This is an optimization exercise on Yosys and OpenROAD, whose aim is small area and a short achievable clock period, not a production implementation. Only simulation tests tie the RTL to the original design; equivalence was not proved. Power figures rest on the tool's default switching activity, not on a simulated workload.

Design scoreboard_ctrl, start of the top module:
module scoreboard_ctrl (
    input  logic                      clk,
    input  logic                      rst,
    input  sb_pkg::inst_t             inst,
    input  logic                      inst_valid,
    input  logic [sb_pkg::num_fu-1:0] fu_done,
    output logic                      issue_ack,
    output logic [sb_pkg::num_fu-1:0] ro_en,
    output sb_pkg::fu_op_t            ro_op,
    output sb_pkg::reg_idx_t          rs1_ctrl,
    output sb_pkg::reg_idx_t          rs2_ctrl,
    output logic                      reg_write,
    output sb_pkg::fu_id_t            wb_fu,
    output sb_pkg::reg_idx_t          rd_ctrl
);
    logic [4:1]      busy;     
    logic [4:1]      pre;      
    logic [4:1]      rdy1;     
    logic [4:1]      rdy2;
    logic [4:1]      done;     
    logic [4:1][4:0] dst;      
    logic [4:1][4:0] src1;
    logic [4:1][4:0] src2;
    logic [4:0]      op1;      
    logic [3:0]      op2;      
    logic [1:0]      op3;      
    logic [1:0]      op4;
    logic [6:0] opc;
    logic [2:0] f3;
    logic [6:0] f7;
    logic [4:0] rd, rs1, rs2;
    assign opc = inst[6:0];
    assign f3  = inst[14:12];
    assign f7  = inst[31:25];
    assign rd  = inst[11:7];
    assign rs1 = inst[19:15];
    assign rs2 = inst[24:20];
    logic is_r, is_i, is_ld, is_st, is_lui, is_auipc;
    assign is_r     = (opc == sb_pkg::opc_r);
    assign is_i     = (opc == sb_pkg::opc_i);
    assign is_ld    = (opc == sb_pkg::opc_load);
    assign is_st    = (opc == sb_pkg::opc_store);
    assign is_lui   = (opc == sb_pkg::opc_lui);
    assign is_auipc = (opc == sb_pkg::opc_auipc);
    logic f7_0, f7_20, f7_1;
    assign f7_0  = (f7 == sb_pkg::f7_base);
    assign f7_20 = (f7 == sb_pkg::f7_alt);
    assign f7_1  = (f7 == sb_pkg::f7_muldiv);
  ...
clock: 4.5 ns
lec_check: 0
cap_margin: 20
core_margin: 2
core_utilization: 40
setup_slack_margin: 1.5
slew_margin: 20
run.sh (not shown) runs the stock make flow with config.mk's settings and CLKGATE_MAP_FILE= SYNTH_SCRIPT=/design/flow/synth_recipe.tcl, a recipe that flattens the netlist after the stock synthesis.
The baseline ran to the end with no violations.
==> next run, changes <==
==> flow/flow/run.sh (new file) <==
#!/bin/bash
# Standard ORFS layout, with the port buffers made from plain buffers
# instead of the delay cells buffer_ports picks on its own.
set -euo pipefail
export BUFFER_PORTS_ARGS="-buffer_cell sky130_fd_sc_hd__buf_2"
bash standard.sh > make.log 2>&1
==> flow/standard.sh (new file) <==
#!/bin/bash
# synth_recipe.tcl (not shown) runs the flow's synth.tcl, then flattens the netlist and writes it again
# the make line also repeats each setting of config.mk as NAME=value (left out here)
make -C /OpenROAD-flow-scripts/flow DESIGN_CONFIG=/design/flow/config.mk WORK_HOME=/design/flow/orfs CLKGATE_MAP_FILE= SYNTH_SCRIPT=/design/flow/synth_recipe.tcl "${@:-finish}"
- SETUP_SLACK_MARGIN: 1.5 -> unset
removed: flow/run.sh
Result:
- The changed run finished with timing, DRC and antenna clean
- setup slack gets worse by 0.63 ns
- count of clock-buffer cells in the layout came out lower by 2
- via count drops by a little under a tenth
- wire length falls by roughly a tenth
- area after synthesis does not change
- total power came out lower by roughly a tenth
- clock skew falls by 0.0049 ns
==> next run, changes <==
==> flow/run.sh (new file) <==
#!/bin/bash
# synth_recipe.tcl (not shown) runs the flow's synth.tcl, then flattens the netlist and writes it again
# the make line also repeats each setting of config.mk as NAME=value (left out here)
make -C /OpenROAD-flow-scripts/flow DESIGN_CONFIG=/design/flow/config.mk WORK_HOME=/design/flow/orfs CLKGATE_MAP_FILE= SYNTH_SCRIPT=/design/flow/synth_recipe.tcl finish
removed: flow/flow/run.sh
removed: flow/standard.sh
=> Clock-buffer cell count is higher by 3. Final area is higher by 10%. Sequential power is lower by about 9%. Synthesized cell count does not change. Hold slack gets worse by 0.023 ns. Combinational power is higher by 28%. Total power is higher by 6.1%. Fmax is higher by 1.7%. Via count is higher by 3.8%. Critical path depth is higher by 2. Setup slack gets better by 0.072 ns.

========
scoreboard_ctrl, a different RTL version from the one above (not shown whole).
Size in the first run: about 130 flip-flops, roughly 68 I/O pins, ~0.0067 mm2 of cells after synthesis.
Design scoreboard_ctrl, start of the top module:
module scoreboard_ctrl (
    input  logic                      clk,
    input  logic                      rst,
    input  sb_pkg::inst_t             inst,
    input  logic                      inst_valid,
    input  logic [sb_pkg::num_fu-1:0] fu_done,
    output logic                      issue_ack,
    output logic [sb_pkg::num_fu-1:0] ro_en,
    output sb_pkg::fu_op_t            ro_op,
    output sb_pkg::reg_idx_t          rs1_ctrl,
    output sb_pkg::reg_idx_t          rs2_ctrl,
    output logic                      reg_write,
    output sb_pkg::fu_id_t            wb_fu,
    output sb_pkg::reg_idx_t          rd_ctrl
);
==> flow/config.mk <==
export PLATFORM = sky130hd
export DESIGN_NAME = scoreboard_ctrl
export DESIGN_NICKNAME = scoreboard_ctrl
export VERILOG_FILES = /design/flow/design.v
export SDC_FILE = /design/flow/constraint.sdc
export NUM_CORES = 4
export LEC_CHECK = 0
export CAP_MARGIN = 20
export CORE_MARGIN = 2
export CORE_UTILIZATION = 65
export SETUP_SLACK_MARGIN = 2.0
export SLEW_MARGIN = 20
==> flow/constraint.sdc <==
create_clock -name core_clock -period 4.5 [get_ports {clk}]
set_input_delay 0.9000 -clock core_clock [delete_from_list [all_inputs] [get_ports {clk}]]
set_output_delay 0.9000 -clock core_clock [all_outputs]
set_load 0.01 [all_outputs]
standard.sh (not shown) runs the stock make flow with config.mk's settings and CLKGATE_MAP_FILE= SYNTH_SCRIPT=/design/flow/synth_recipe.tcl, a recipe that flattens the netlist after the stock synthesis.
==> flow/flow/run.sh <==
#!/bin/bash
# Standard ORFS layout with two changes: the port buffers are plain buffers
# instead of the delay cells buffer_ports picks on its own, and the clock tree
# uses smaller clock buffers and no dummy balancing loads.
set -euo pipefail
export BUFFER_PORTS_ARGS="-buffer_cell sky130_fd_sc_hd__buf_2"
export CTS_ARGS="-sink_clustering_enable -repair_clock_nets -dont_use_dummy_load -buf_list sky130_fd_sc_hd__clkbuf_8 -sink_clustering_size 30"
bash standard.sh > make.log 2>&1
Change:
--- a/flow/flow/run.sh
+++ b/flow/flow/run.sh
@@ -7,2 +7,3 @@
 export CTS_ARGS="-sink_clustering_enable -repair_clock_nets -dont_use_dummy_load -buf_list sky130_fd_sc_hd__clkbuf_8 -sink_clustering_size 30"
+export RECOVER_POWER=100
 bash standard.sh > make.log 2>&1
Settings changed: SETUP_SLACK_MARGIN 2.0 to 1.5.
After rerunning:
- The changed run completed without violations
- global-route usage goes down by 2.4 points
- maximum frequency shrinks by 17%
- clock power went up by about 0.7%
- total power falls by 1.9%
- non-clock buffer count goes down by 25
- final cell count falls by 3.3%
- clock-buffer cell count is unchanged
- wire length goes down by 8.4%
- hold slack gets worse by 0.014 ns
- design area shrinks by 7.3%
Change:
--- a/flow/flow/run.sh
+++ b/flow/flow/run.sh
@@ -7,3 +7,2 @@
 export CTS_ARGS="-sink_clustering_enable -repair_clock_nets -dont_use_dummy_load -buf_list sky130_fd_sc_hd__clkbuf_8 -sink_clustering_size 30"
-export RECOVER_POWER=100
 bash standard.sh > make.log 2>&1
Settings changed: CORE_UTILIZATION 65 to 70.
Global-route usage rises by 2.1 points; via count rises by 2.1%; area after synthesis does not change; final area rises by 0.83%; clock-buffer cell count is unchanged; power hardly moves.
Change:
Settings changed: CORE_UTILIZATION 70 to 40.
Power increases by 1.6%.
Clock skew goes down by 0.0064 ns.
Design area increases by 2.7%.
Routed wire length came out higher by about 17%.
Via count went down by about 0.5%.
Register-to-register slack got worse by 0.17 ns.

========
v37:
Another version of the RTL of scoreboard_ctrl (not shown whole).
Size in the first run: ~610 cells after synthesis, roughly 120 flip-flops, roughly 68 I/O pins.
==> flow/config.mk <==
export PLATFORM = sky130hd
export DESIGN_NAME = scoreboard_ctrl
export DESIGN_NICKNAME = scoreboard_ctrl
export VERILOG_FILES = /design/flow/design.v
export SDC_FILE = /design/flow/constraint.sdc
export NUM_CORES = 4
export LEC_CHECK = 0
export CAP_MARGIN = 20
export CORE_MARGIN = 2
export CORE_UTILIZATION = 70
export SETUP_SLACK_MARGIN = 2.0
export SLEW_MARGIN = 20
==> flow/constraint.sdc <==
create_clock -name core_clock -period 4.5 [get_ports {clk}]
set_input_delay 0.9000 -clock core_clock [delete_from_list [all_inputs] [get_ports {clk}]]
set_output_delay 0.9000 -clock core_clock [all_outputs]
set_load 0.01 [all_outputs]
==> flow/flow/run.sh <==
#!/bin/bash
# Standard ORFS layout with two changes: the port buffers are plain buffers
# instead of the delay cells buffer_ports picks on its own, and the clock tree
# uses smaller clock buffers and no dummy balancing loads.
set -euo pipefail
export BUFFER_PORTS_ARGS="-buffer_cell sky130_fd_sc_hd__buf_2"
export CTS_ARGS="-sink_clustering_enable -repair_clock_nets -dont_use_dummy_load -buf_list sky130_fd_sc_hd__clkbuf_8 -sink_clustering_size 30"
bash standard.sh > make.log 2>&1
v37 went all the way through the flow, and no timing, DRC or antenna check failed.
Changes in v24 relative to v37:
--- a/flow/config.mk
+++ b/flow/config.mk
@@ -8,5 +8,5 @@
 export CAP_MARGIN = 20
 export CORE_MARGIN = 2
-export CORE_UTILIZATION = 70
-export SETUP_SLACK_MARGIN = 2.0
+export CORE_UTILIZATION = 65
+export SETUP_SLACK_MARGIN = 1.8
 export SLEW_MARGIN = 20
Results
[compare] base=v37 new=v24: number of resized instances in the post-cts repair step fell 13, upper clock frequency limit fell 4.4%, worst setup slack for register-to-register paths fell 0.12 ns.

========
scoreboard_ctrl, a different RTL version from the one above (not shown whole).
Size: roughly 120 flip-flops, roughly 68 I/O pins.
## scoreboard_ctrl
module scoreboard_ctrl (
    input  logic                      clk,
    input  logic                      rst,
    input  sb_pkg::inst_t             inst,
    input  logic                      inst_valid,
    input  logic [sb_pkg::num_fu-1:0] fu_done,
    output logic                      issue_ack,
    output logic [sb_pkg::num_fu-1:0] ro_en,
    output sb_pkg::fu_op_t            ro_op,
    output sb_pkg::reg_idx_t          rs1_ctrl,
    output sb_pkg::reg_idx_t          rs2_ctrl,
    output logic                      reg_write,
    output sb_pkg::fu_id_t            wb_fu,
    output sb_pkg::reg_idx_t          rd_ctrl
);
clock: 4.5 ns
lec_check: 0
cap_margin: 20
core_margin: 2
core_utilization: 65
setup_slack_margin: 1.8
slew_margin: 20
Scripts as last shown in full above: flow/flow/run.sh
The baseline finished clean.
Then changed:
CORE_UTILIZATION = 70   (was 65)
SETUP_SLACK_MARGIN = 1.5   (was 1.8)
Outcome:
- total power barely changes
- cell area goes down by a few percent
- area after synthesis is unchanged
- sequential power is about the same
Then changed:
SETUP_SLACK_MARGIN = 1.8   (was 1.5)
The changed run went through all stages and came out clean.
Power climbs by 0.32%.
Utilization went up by 2.5 points.
Flip-flop and latch count stays the same.
Setup slack improved by 110 ps.
Clock skew climbs by 4.2 ps.
Via count goes up by 2.4%.
Routed wire length climbs by 2.2%.
First-iteration DRC count drops by 8.4%.
Worst hold slack loses 39 ps.

-- port drivers added, routing unchanged --
In the flow no input, the clock included, has a driving cell. The finished layouts below were timed again as built, in two steps. Step 1 (the two cells are an assumption about what drives the block):
set clk [get_ports {clk}]
set_driving_cell -lib_cell sky130_fd_sc_hd__clkbuf_16 $clk
set_driving_cell -lib_cell sky130_fd_sc_hd__buf_2 [delete_from_list [all_inputs] $clk]
Step 2, shift: input delay + t, output delay - t, t = (earliest + latest rising clock arrival at the registers) / 2. This alone moves slack from input paths to output paths. Three values: ideal, step 1, step 2; two values: the first two.
run	t (ns)	setup WS [ns]	hold slack, ns
the first run of note 1	0.400	0.742 / 0.701 / 1.101	0.527 / 0.527 / 0.527
the second run of note 1	0.390	0.111 / 0.068 / 0.458	0.554 / 0.554 / 0.554
the third run of note 1	0.392	0.183 / 0.139 / 0.530	0.531 / 0.531 / 0.531
the first run of note 2	0.486	1.661 / 1.623 / 1.569	0.384 / 0.366 / 0.492
the second run of note 2	0.475	1.077 / 1.042 / 0.735	0.371 / 0.354 / 0.504
the third run of note 2	0.469	1.684 / 1.648 / 1.389	0.506 / 0.506 / 0.506
the fourth run of note 2	0.477	1.584 / 1.584 / 1.263	0.340 / 0.325 / 0.496
v37	0.466	2.015 / 1.980 / 1.615	0.453 / 0.453 / 0.453
v24	0.475	1.901 / 1.913 / 1.438	0.445 / 0.445 / 0.445
the first run of note 4	0.467	1.738 / 1.703 / 1.530	0.481 / 0.481 / 0.481
the second run of note 4	0.445	1.595 / 1.558 / 1.383	0.477 / 0.477 / 0.477
the third run of note 4	0.449	1.710 / 1.674 / 1.504	0.437 / 0.425 / 0.492
After both steps setup and hold are still met in every run listed. For v24, which loses most, drivers alone change the setup slack by +0.012 ns; drivers and shift together by -0.463 ns.
